This is an optimization exercise on Yosys and OpenROAD, whose aim is small area, not a production implementation.
Only simulation tests tie the RTL to the original design; equivalence was not proved.

File: flow/design.v
package vsbc_pkg;
  localparam logic [1:0] REG_SPEED_LIMIT = 2'd0;
  localparam logic [1:0] REG_OFFSET_X    = 2'd1;
  localparam logic [1:0] REG_OFFSET_Y    = 2'd2;
  localparam logic [12:0] SPEED_LIMIT_RST = 13'd1229;
  localparam logic [4:0] LEFT_SHORT = 5'd7;
  localparam logic [4:0] LEFT_LONG  = 5'd19;
  function automatic logic [16:0] div5(input logic [16:0] y);
    logic [2:0] r;
    r = 3'd0;
    for (int i = 16; i >= 0; i--) begin
      case ({r, y[i]})
        4'b0000: begin div5[i] = 1'b0; r = 3'd0; end
        4'b0001: begin div5[i] = 1'b0; r = 3'd1; end
        4'b0010: begin div5[i] = 1'b0; r = 3'd2; end
        4'b0011: begin div5[i] = 1'b0; r = 3'd3; end
        4'b0100: begin div5[i] = 1'b0; r = 3'd4; end
        4'b0101: begin div5[i] = 1'b1; r = 3'd0; end
        4'b0110: begin div5[i] = 1'b1; r = 3'd1; end
        4'b0111: begin div5[i] = 1'b1; r = 3'd2; end
        4'b1000: begin div5[i] = 1'b1; r = 3'd3; end
        4'b1001: begin div5[i] = 1'b1; r = 3'd4; end
        default: begin div5[i] = 1'bx; r = 3'bxxx; end
      endcase
    end
  endfunction
  function automatic logic [14:0] level(input logic [12:0] lim, input logic [15:0] off);
    logic [15:0] ab;
    logic        big;
    logic [13:0] c5;
    logic [12:0] coef;
    logic [11:0] u;
    logic [24:0] p;
    ab   = off[15] ? 16'(-off) : off;
    big  = |ab[15:11];
    c5   = {1'b0, ab[10:0], 2'b0} + {3'b0, ab[10:0]};
    coef = (big || c5 >= {1'b0, lim}) ? lim : c5[12:0];
    u    = coef[12] ? coef[11:0] : 12'(-coef[11:0]);
    p    = 25'(lim) * 25'(u);
    level[14]   = coef[12] && (coef[11:0] != 12'd0);
    level[13:0] = (coef == 13'd0) ? {lim, 1'b0} : p[24:11];
  endfunction
endpackage
module vsbc_cfg (
  input  logic               clk_i,
  input  logic               rst_ni,
  input  logic               psel,
  input  logic               penable,
  input  logic               pwrite,
  input  logic [3:0]         paddr,
  input  logic [31:0]        pwdata,
  output logic [31:0]        prdata,
  output logic               pready,
  output logic [12:0]        limit_o,
  output logic signed [15:0] off_x_o,
  output logic signed [15:0] off_y_o,
  output logic [14:0]        mag27_o,
  output logic [14:0]        lvl_x_o,
  output logic [14:0]        lvl_y_o
);
  logic        [12:0] limit_q;
  logic signed [15:0] offx_q, offy_q;
  logic        [14:0] mag27_q;
  logic        [14:0] lvlx_q, lvly_q, pend_q;
  logic        [12:0] lim_stg_q;
  logic               lim_acc_q;   
  logic        [1:0]  wrote_q;   
  logic               wr_en, use_x;
  logic        [12:0] lim_in;
  logic        [15:0] off_in;
  logic        [14:0] lvl;
  logic        [17:0] x27;
  logic        [16:0] q27;
  assign pready = 1'b1;
  assign wr_en  = psel & penable & pwrite;
  always_ff @(posedge clk_i or negedge rst_ni) begin
    if (!rst_ni) begin
      limit_q <= vsbc_pkg::SPEED_LIMIT_RST;
      offx_q  <= '0;
      offy_q  <= '0;
    end else if (wr_en) begin
      case (paddr[3:2])
        vsbc_pkg::REG_SPEED_LIMIT: limit_q <= pwdata[12:0];
        vsbc_pkg::REG_OFFSET_X:    offx_q  <= pwdata[15:0];
        vsbc_pkg::REG_OFFSET_Y:    offy_q  <= pwdata[15:0];
        default: ;
      endcase
    end
  end
  always_comb begin
    case (paddr[3:2])
      vsbc_pkg::REG_SPEED_LIMIT: prdata = {19'd0, limit_q};
      vsbc_pkg::REG_OFFSET_X:    prdata = {{16{offx_q[15]}}, offx_q};
      vsbc_pkg::REG_OFFSET_Y:    prdata = {{16{offy_q[15]}}, offy_q};
      default:                   prdata = '0;
    endcase
  end
  always_ff @(posedge clk_i or negedge rst_ni) begin
    if (!rst_ni) begin
      wrote_q <= 2'd1;
    end else begin
      wrote_q <= wr_en ? paddr[3:2] + 2'd1 : 2'd0;
    end
  end
  assign x27 = 18'(limit_q) * 18'd27;
  assign q27 = vsbc_pkg::div5(x27[17:1]);
  always_ff @(posedge clk_i) begin
    mag27_q <= q27[14:0];
  end
  assign use_x  = (wrote_q == 2'd1) || (wrote_q == 2'd2);
  assign lim_in = lim_acc_q ? lim_stg_q : limit_q;
  assign off_in = use_x ? offx_q : offy_q;
  assign lvl    = vsbc_pkg::level(lim_in, off_in);
  always_ff @(posedge clk_i or negedge rst_ni) begin
    if (!rst_ni) begin
      lim_acc_q <= 1'b0;
    end else begin
      lim_acc_q <= psel && !penable && pwrite && (paddr[3:2] == vsbc_pkg::REG_SPEED_LIMIT);
    end
  end
  always_ff @(posedge clk_i) begin
    lim_stg_q <= pwdata[12:0];
    pend_q    <= lvl;
    if (use_x) begin
      lvlx_q <= lvl;
    end
    if (wrote_q == 2'd1) begin
      lvly_q <= pend_q;
    end else if (!lim_acc_q && !use_x) begin
      lvly_q <= lvl;
    end
  end
  assign limit_o = limit_q;
  assign off_x_o = offx_q;
  assign off_y_o = offy_q;
  assign mag27_o = mag27_q;
  assign lvl_x_o = lvlx_q;
  assign lvl_y_o = lvly_q;
endmodule
module vsbc_axis (
  input  logic               clk_i,
  input  logic               rst_ni,
  input  logic               adv_i,
  input  logic               comp_i,
  input  logic signed [15:0] cmd_i,
  input  logic        [12:0] limit_i,
  input  logic        [15:0] lim6_i,    
  input  logic        [15:0] nlim2_i,   
  input  logic signed [15:0] off_i,
  input  logic        [14:0] mag27_i,
  input  logic        [14:0] lvl_i,     
  output logic signed [15:0] out_o,
  output logic               boost_o
);
  logic signed [15:0] prev_q;
  logic               on_q;
  logic        [4:0]  left_q;
  logic signed [16:0] diff, sum;
  logic        [16:0] jump;
  logic        [16:0] d5;
  logic               big, hit, short_jump, up, same_sign, at_2lim, start, cont, neg;
  logic        [14:0] mag;
  logic        [15:0] lvl2, new_level, sat_sum, next_prev;
  always_comb begin
    diff       = {cmd_i[15], cmd_i} - {prev_q[15], prev_q};
    up         = !diff[16] && (diff != 17'd0);
    jump       = diff[16] ? 17'(-diff) : diff;
    big        = |jump[16:14];
    d5         = {1'b0, jump[13:0], 2'b0} + {3'b0, jump[13:0]};
    hit        = big || (d5 > {2'b0, limit_i, 2'b0});
    short_jump = !big && (d5 < {1'b0, lim6_i});
    lvl2       = {2'b0, limit_i, 1'b0};
    at_2lim    = prev_q == (prev_q[15] ? nlim2_i : lvl2);
    start      = !on_q && !at_2lim && hit;
    cont       = on_q && (left_q != 5'd0);
    same_sign  = ((cmd_i > 0) && (off_i > 0)) || ((cmd_i < 0) && (off_i < 0));
    if (short_jump) begin
      mag = lvl2[14:0];
      neg = !up;
    end else if (same_sign) begin
      mag = mag27_i;
      neg = !up;
    end else begin
      mag = {1'b0, lvl_i[13:0]};
      neg = up == lvl_i[14];
    end
    new_level = neg ? 16'(-{1'b0, mag}) : {1'b0, mag};
    sum     = {cmd_i[15], cmd_i} + (comp_i ? {off_i[15], off_i} : 17'd0);
    sat_sum = (sum[16] != sum[15]) ? (sum[16] ? 16'h8000 : 16'h7fff) : sum[15:0];
    next_prev = start ? new_level : sat_sum;
  end
  always_ff @(posedge clk_i or negedge rst_ni) begin
    if (!rst_ni) begin
      prev_q <= '0;
      on_q   <= 1'b0;
    end else if (adv_i) begin
      on_q <= start || cont;
      if (!cont) begin
        prev_q <= next_prev;
      end
    end
  end
  always_ff @(posedge clk_i) begin
    if (adv_i) begin
      left_q <= start ? (short_jump ? vsbc_pkg::LEFT_SHORT : vsbc_pkg::LEFT_LONG) : left_q - 5'd1;
    end
  end
  assign out_o   = prev_q;
  assign boost_o = on_q;
endmodule
module velocity_step_boost_compensator_unit #(
  parameter int FRAC_BITS = 12
) (
  input  logic               clk_i,
  input  logic               rst_ni,
  input  logic               psel,
  input  logic               penable,
  input  logic               pwrite,
  input  logic [3:0]         paddr,
  input  logic [31:0]        pwdata,
  output logic [31:0]        prdata,
  output logic               pready,
  input  logic               in_valid_i,
  output logic               in_stall_o,
  input  logic signed [15:0] vel_x_i,
  input  logic signed [15:0] vel_y_i,
  output logic               out_valid_o,
  input  logic               out_stall_i,
  output logic signed [15:0] shaped_x_o,
  output logic signed [15:0] shaped_y_o,
  output logic               boosting_x_o,
  output logic               boosting_y_o
);
  logic        [12:0] limit;
  logic signed [15:0] off_x, off_y;
  logic        [14:0] mag27, lvl_x, lvl_y;
  logic        [15:0] lim6, nlim2;
  logic               in_vld_q, out_vld_q;
  logic signed [15:0] vel_x_q, vel_y_q;
  logic        [2:0]  phase_q;
  logic               adv, take_in, comp;
  vsbc_cfg u_cfg (
    .clk_i   (clk_i),
    .rst_ni  (rst_ni),
    .psel    (psel),
    .penable (penable),
    .pwrite  (pwrite),
    .paddr   (paddr),
    .pwdata  (pwdata),
    .prdata  (prdata),
    .pready  (pready),
    .limit_o (limit),
    .off_x_o (off_x),
    .off_y_o (off_y),
    .mag27_o (mag27),
    .lvl_x_o (lvl_x),
    .lvl_y_o (lvl_y)
  );
  assign lim6  = {1'b0, limit, 2'b0} + {2'b0, limit, 1'b0};
  assign nlim2 = 16'(-{2'b0, limit, 1'b0});
  assign adv        = in_vld_q && (!out_vld_q || !out_stall_i);
  assign in_stall_o = in_vld_q && !adv;
  assign take_in    = in_valid_i && !in_stall_o;
  assign comp = phase_q[2] && (phase_q[1] || phase_q[0]);
  always_ff @(posedge clk_i or negedge rst_ni) begin
    if (!rst_ni) begin
      in_vld_q  <= 1'b0;
      out_vld_q <= 1'b0;
      phase_q   <= '0;
    end else begin
      if (take_in) begin
        in_vld_q <= 1'b1;
      end else if (adv) begin
        in_vld_q <= 1'b0;
      end
      if (adv) begin
        out_vld_q <= 1'b1;
        phase_q   <= (phase_q[2] && phase_q[1]) ? 3'd0 : phase_q + 3'd1;
      end else if (!out_stall_i) begin
        out_vld_q <= 1'b0;
      end
    end
  end
  always_ff @(posedge clk_i) begin
    if (take_in) begin
      vel_x_q <= vel_x_i;
      vel_y_q <= vel_y_i;
    end
  end
  vsbc_axis u_axis_x (
    .clk_i   (clk_i),
    .rst_ni  (rst_ni),
    .adv_i   (adv),
    .comp_i  (comp),
    .cmd_i   (vel_x_q),
    .limit_i (limit),
    .lim6_i  (lim6),
    .nlim2_i (nlim2),
    .off_i   (off_x),
    .mag27_i (mag27),
    .lvl_i   (lvl_x),
    .out_o   (shaped_x_o),
    .boost_o (boosting_x_o)
  );
  vsbc_axis u_axis_y (
    .clk_i   (clk_i),
    .rst_ni  (rst_ni),
    .adv_i   (adv),
    .comp_i  (comp),
    .cmd_i   (vel_y_q),
    .limit_i (limit),
    .lim6_i  (lim6),
    .nlim2_i (nlim2),
    .off_i   (off_y),
    .mag27_i (mag27),
    .lvl_i   (lvl_y),
    .out_o   (shaped_y_o),
    .boost_o (boosting_y_o)
  );
  assign out_valid_o = out_vld_q;
endmodule
File: flow/run.sh
#!/bin/bash
# synth_recipe.tcl (not shown) runs the flow's synth.tcl, then flattens the netlist and writes it again
# the make line also repeats each setting of config.mk as NAME=value (left out here)
make -C /OpenROAD-flow-scripts/flow DESIGN_CONFIG=/design/flow/config.mk WORK_HOME=/design/flow/orfs CLKGATE_MAP_FILE= SYNTH_SCRIPT=/design/flow/synth_recipe.tcl finish
File: flow/config.mk
export PLATFORM = sky130hd
export DESIGN_NAME = velocity_step_boost_compensator_unit
export DESIGN_NICKNAME = velocity_step_boost_compensator_unit
export VERILOG_FILES = /design/flow/design.v
export SDC_FILE = /design/flow/constraint.sdc
export NUM_CORES = 4
export LEC_CHECK = 0
export CAP_MARGIN = 20
export CORE_MARGIN = 2
export CORE_UTILIZATION = 40
export SLEW_MARGIN = 20
File: flow/constraint.sdc
create_clock -name core_clock -period 14.0 [get_ports {clk_i}]
set_input_delay 2.8000 -clock core_clock [delete_from_list [all_inputs] [get_ports {clk_i}]]
set_output_delay 2.8000 -clock core_clock [all_outputs]
set_load 0.01 [all_outputs]
==> qor.csv <==
metric,value,unit
reg2reg setup slack,0.77,ns
Routed WL per cell,20.4,µm
outcome,no timing/DRC/antenna violations,
Mapped Nets,3676,
antenna cell count,0,
postcts setup bufs,0,
Max Buffers Root-to-Sink,3,
Critical Path RT,14.29,ns
Post-Syn Instances,3173,
Multi-input gate area,19900,µm²
Antenna Violating Nets Remaining,0,
vias in the first global route,22500,
Reg2Reg Depth,50,
largest net degree at the start of global routing,66,
crit path to,u_cfg.lvly_q[13],
row count,95,
min-delay worst type,flip-flop to flip-flop,
Final Hold Fails,0,
syn avg cell area,8.51,µm²
Starting Density,40.3,%
input/output buffers,124,
Worst path slowest cell,fa_1,
Post-Syn Area,27000,µm²
Slew @ Worst Pin,1.14,ns
full die area,69600,µm²
Layout area overhead,11.3,%
TritonCTS clock tree,built,
core outline area,67000,µm²
CP peak stage delay,0.57,ns
Placed Area,29200,µm²
hpwl dp,67.5,mm
Setup Viol. Count Final,0,
Max Cap Viol,0,
Layout Nets,3764,
via count,23300,
crit path max fanout,15,
setup_tns,0,ns
"Seq/Total Area, Yosys",19.3,%
"CTS clk-pin slew, worst paths",0.06,ns
initial DRC count,1821,
GP Congestion,0.980,
overall routing resource usage,24.1,%
layout cell share with drive strength beyond 1,8.84,%
Worst R2R Start,u_cfg.wrote_q[0],
drt first pass iters,5,
Die W,264,µm
FF/Latch Area,5210,µm²
post_cts resized,0,
Root Buffer,clkbuf_16,
RSZ-0062 raised after global routing,no,
unique cell type count in the Yosys netlist,120,
"Arr. time, crit path",13.52,ns
post-route cell area,30000,µm²
DRC viols,0,
CP Capture Type,flip-flop,
I/O pins,144,
vias per inst,5.60,
Final period util,94.5,%
Die Span Y,264,µm
H-tree depth,1,
post-route minimum period,13.23,ns
Critical Path Start Type,flip-flop,
Final Slew Violations,0,
worst clock skew,0.0318,ns
clock latency (worst-skew pair),0.56,ns
clock tree sinks,202,
initial antenna violation count,6,
register bit total from synthesis,202,
Syn. warnings,3,
Worst Setup SP,u_cfg.wrote_q[0],
first-pass GRT wire length,132,mm
Reg-to-Reg End,u_cfg.lvly_q[13],
Setup CP Type,flip-flop to flip-flop,
number of synthesized flops with an enable pin,72,
final WL,84.7,mm
Post-CTS Hold Buffers,0,
total gr overflow,0,
Synth Flop Type,dfrtp_1,
hold_sp,in_vld_q,
total CTS buffers,24,
ys async rst share,43.1,%
FMAX,0.0756,GHz
fill count,6765,
slew margin rel.,23.7,%
cell usage after synthesis, types with 32 or more instances:
master	n	area (µm²)
ha_1	288	3600
dfrtp_1	80	2000
o21ai_0	127	636
clkbuf_1	72	270
xnor2_1	171	1500
a21oi_1	166	831
fa_1	140	2800
a21o_1	39	293
nor2_1	247	927
o21a_1	32	240
dfxtp_1	43	861
nand2_1	298	1120
mux2_2	92	1040
nand3_1	58	290
mux2i_1	74	741
nor3_1	66	330
edfxtp_1	72	2160
inv_1	354	1330
xor2_1	74	648
and2_1	57	357
sequential cells by signal, summed over array words and instances (netlist names), 2 cells and up:
register,count
u_axis_x.prev_q,16
phase_q,3
u_cfg.lvly_q,15
u_cfg.pend_q,15
u_cfg.offy_q,16
u_cfg.wrote_q,2
u_cfg.lim_stg_q,13
u_axis_y.prev_q,16
u_cfg.offx_q,16
u_cfg.limit_q,13
u_cfg.lvlx_q,15
vel_y_q,16
vel_x_q,16
u_cfg.mag27_q,15
u_axis_x.left_q,5
u_axis_y.left_q,5
kinds of logic after synthesis:
logic type / count (synthesis) / synth area share, %
buf+inv: 481 / 7.20
mux: 169 / 6.77
compound gates: 696 / 17.8
flops: 202 / 19.3
xor+xnor: 250 / 8.33
other cells: 1 / 0.0139
simple gates: 942 / 16.7
fa+ha+maj: 432 / 23.9
cell usage in the layout (no fill, tap or decap), types with 18 or more instances in the layout:
master | netlist | layout
and3_1 | 18 | 18
o21ai_1 | 24 | 25
o21a_1 | 32 | 32
a21o_1 | 39 | 39
nand2_1 | 298 | 298
xnor2_1 | 171 | 169
ha_1 | 288 | 288
a21oi_1 | 166 | 164
nor2b_1 | 27 | 27
a222oi_1 | 19 | 19
o21ai_0 | 127 | 125
o211ai_1 | 18 | 18
xor2_1 | 74 | 74
a31oi_1 | 31 | 30
dfrtp_1 | 80 | 80
a211oi_1 | 20 | 20
nand3_1 | 58 | 58
dfxtp_1 | 43 | 43
mux2_2 | 92 | 92
edfxtp_1 | 72 | 72
nand2b_1 | 31 | 31
clkdlybuf4s50_1 | 0 | 123
and2_1 | 57 | 57
inv_1 | 354 | 354
nand4_1 | 30 | 30
nor3_1 | 66 | 66
nor2_1 | 247 | 246
mux2i_1 | 74 | 73
clkbuf_16 | 0 | 24
fa_1 | 140 | 140
nor4_1 | 22 | 20
buf_4 | 25 | 61
o21bai_1 | 21 | 21
metal layers:
layer / wire [µm] / track usage, % / up-vias
li1: - / - / 11300
met5: 64 / 0 / -
met3: 4820 / 2.87 / 137
met2: 39100 / 39.8 / 628
met4: 2580 / 6.91 / 10
met1: 38200 / 33.1 / 11200
layout make-up:
cell class,instances,area share (%)
multi-input combinational,2490,66.3
timing repair buffer,184,5.62
clock inverter,9,0.333
tap,873,3.64
sequential,202,17.3
inverter,359,4.49
clock buffer,35,2.27
through the flow:
| step | util, % | worst slack (ns) | std cells | hold WS [ns] |
|---|---|---|---|---|
| after global routing | 44.8 | 0.00147 | 4152 | 0.522 |
| after floorplan | - | 1.78 | 3173 | 0.456 |
| after detailed placement | 43.6 | 0.648 | 4108 | 0.482 |
| after global placement | 43.6 | 0.622 | 4108 | 0.468 |
| after CTS | 44.8 | 0.572 | 4152 | 0.489 |
| final | 44.8 | 0.773 | 4152 | 0.487 |
worst max-delay path, delay by kind of cell (launching register included):
family	cells	cell delay, ns
multiplexers	3	1.15
adder cells (fa/ha/maj)	10	4.21
XOR/XNOR	4	0.79
AND/OR/NAND/NOR	9	1.66
AO/OA/AOI/OAI	19	3.91
flip-flops	1	0.52
buffers and inverters	5	0.70
worst min path at each step:
stage          cells past startpoint   endpoint  slack, ns
2_1_floorplan                      1  out_vld_q       0.46
3_3_place_gp                       1  out_vld_q       0.47
3_5_place_dp                       1  out_vld_q       0.48
4_1_cts                            1  out_vld_q       0.49
5_1_grt                            1  out_vld_q       0.52
6_report                           1  out_vld_q       0.49

re-timing with driven ports:
The results above use ideal ports. As a check the final layout listed here was re-extracted and re-timed, cells and wires unchanged. Step 1, drivers: a clkbuf_16 drives clk_i and a buf_2 each remaining input, both assumed. Step 2 also shifts input and output timing later by t, the mid clock arrival at the registers, as if the neighbouring blocks saw the same clock. Slacks: ideal ports / drivers / drivers and shift; pairs: ideal ports / drivers.
t, ns: 0.607
slack for setup (ns): 0.773 / 0.773 / 0.773
hold slack, ns: 0.487 / 0.487 / 0.487
worst setup path after step 2: register to register
After both steps setup and hold are still met in this run. For this run, drivers alone change the setup slack by 0.000 ns; drivers and shift together by 0.000 ns.
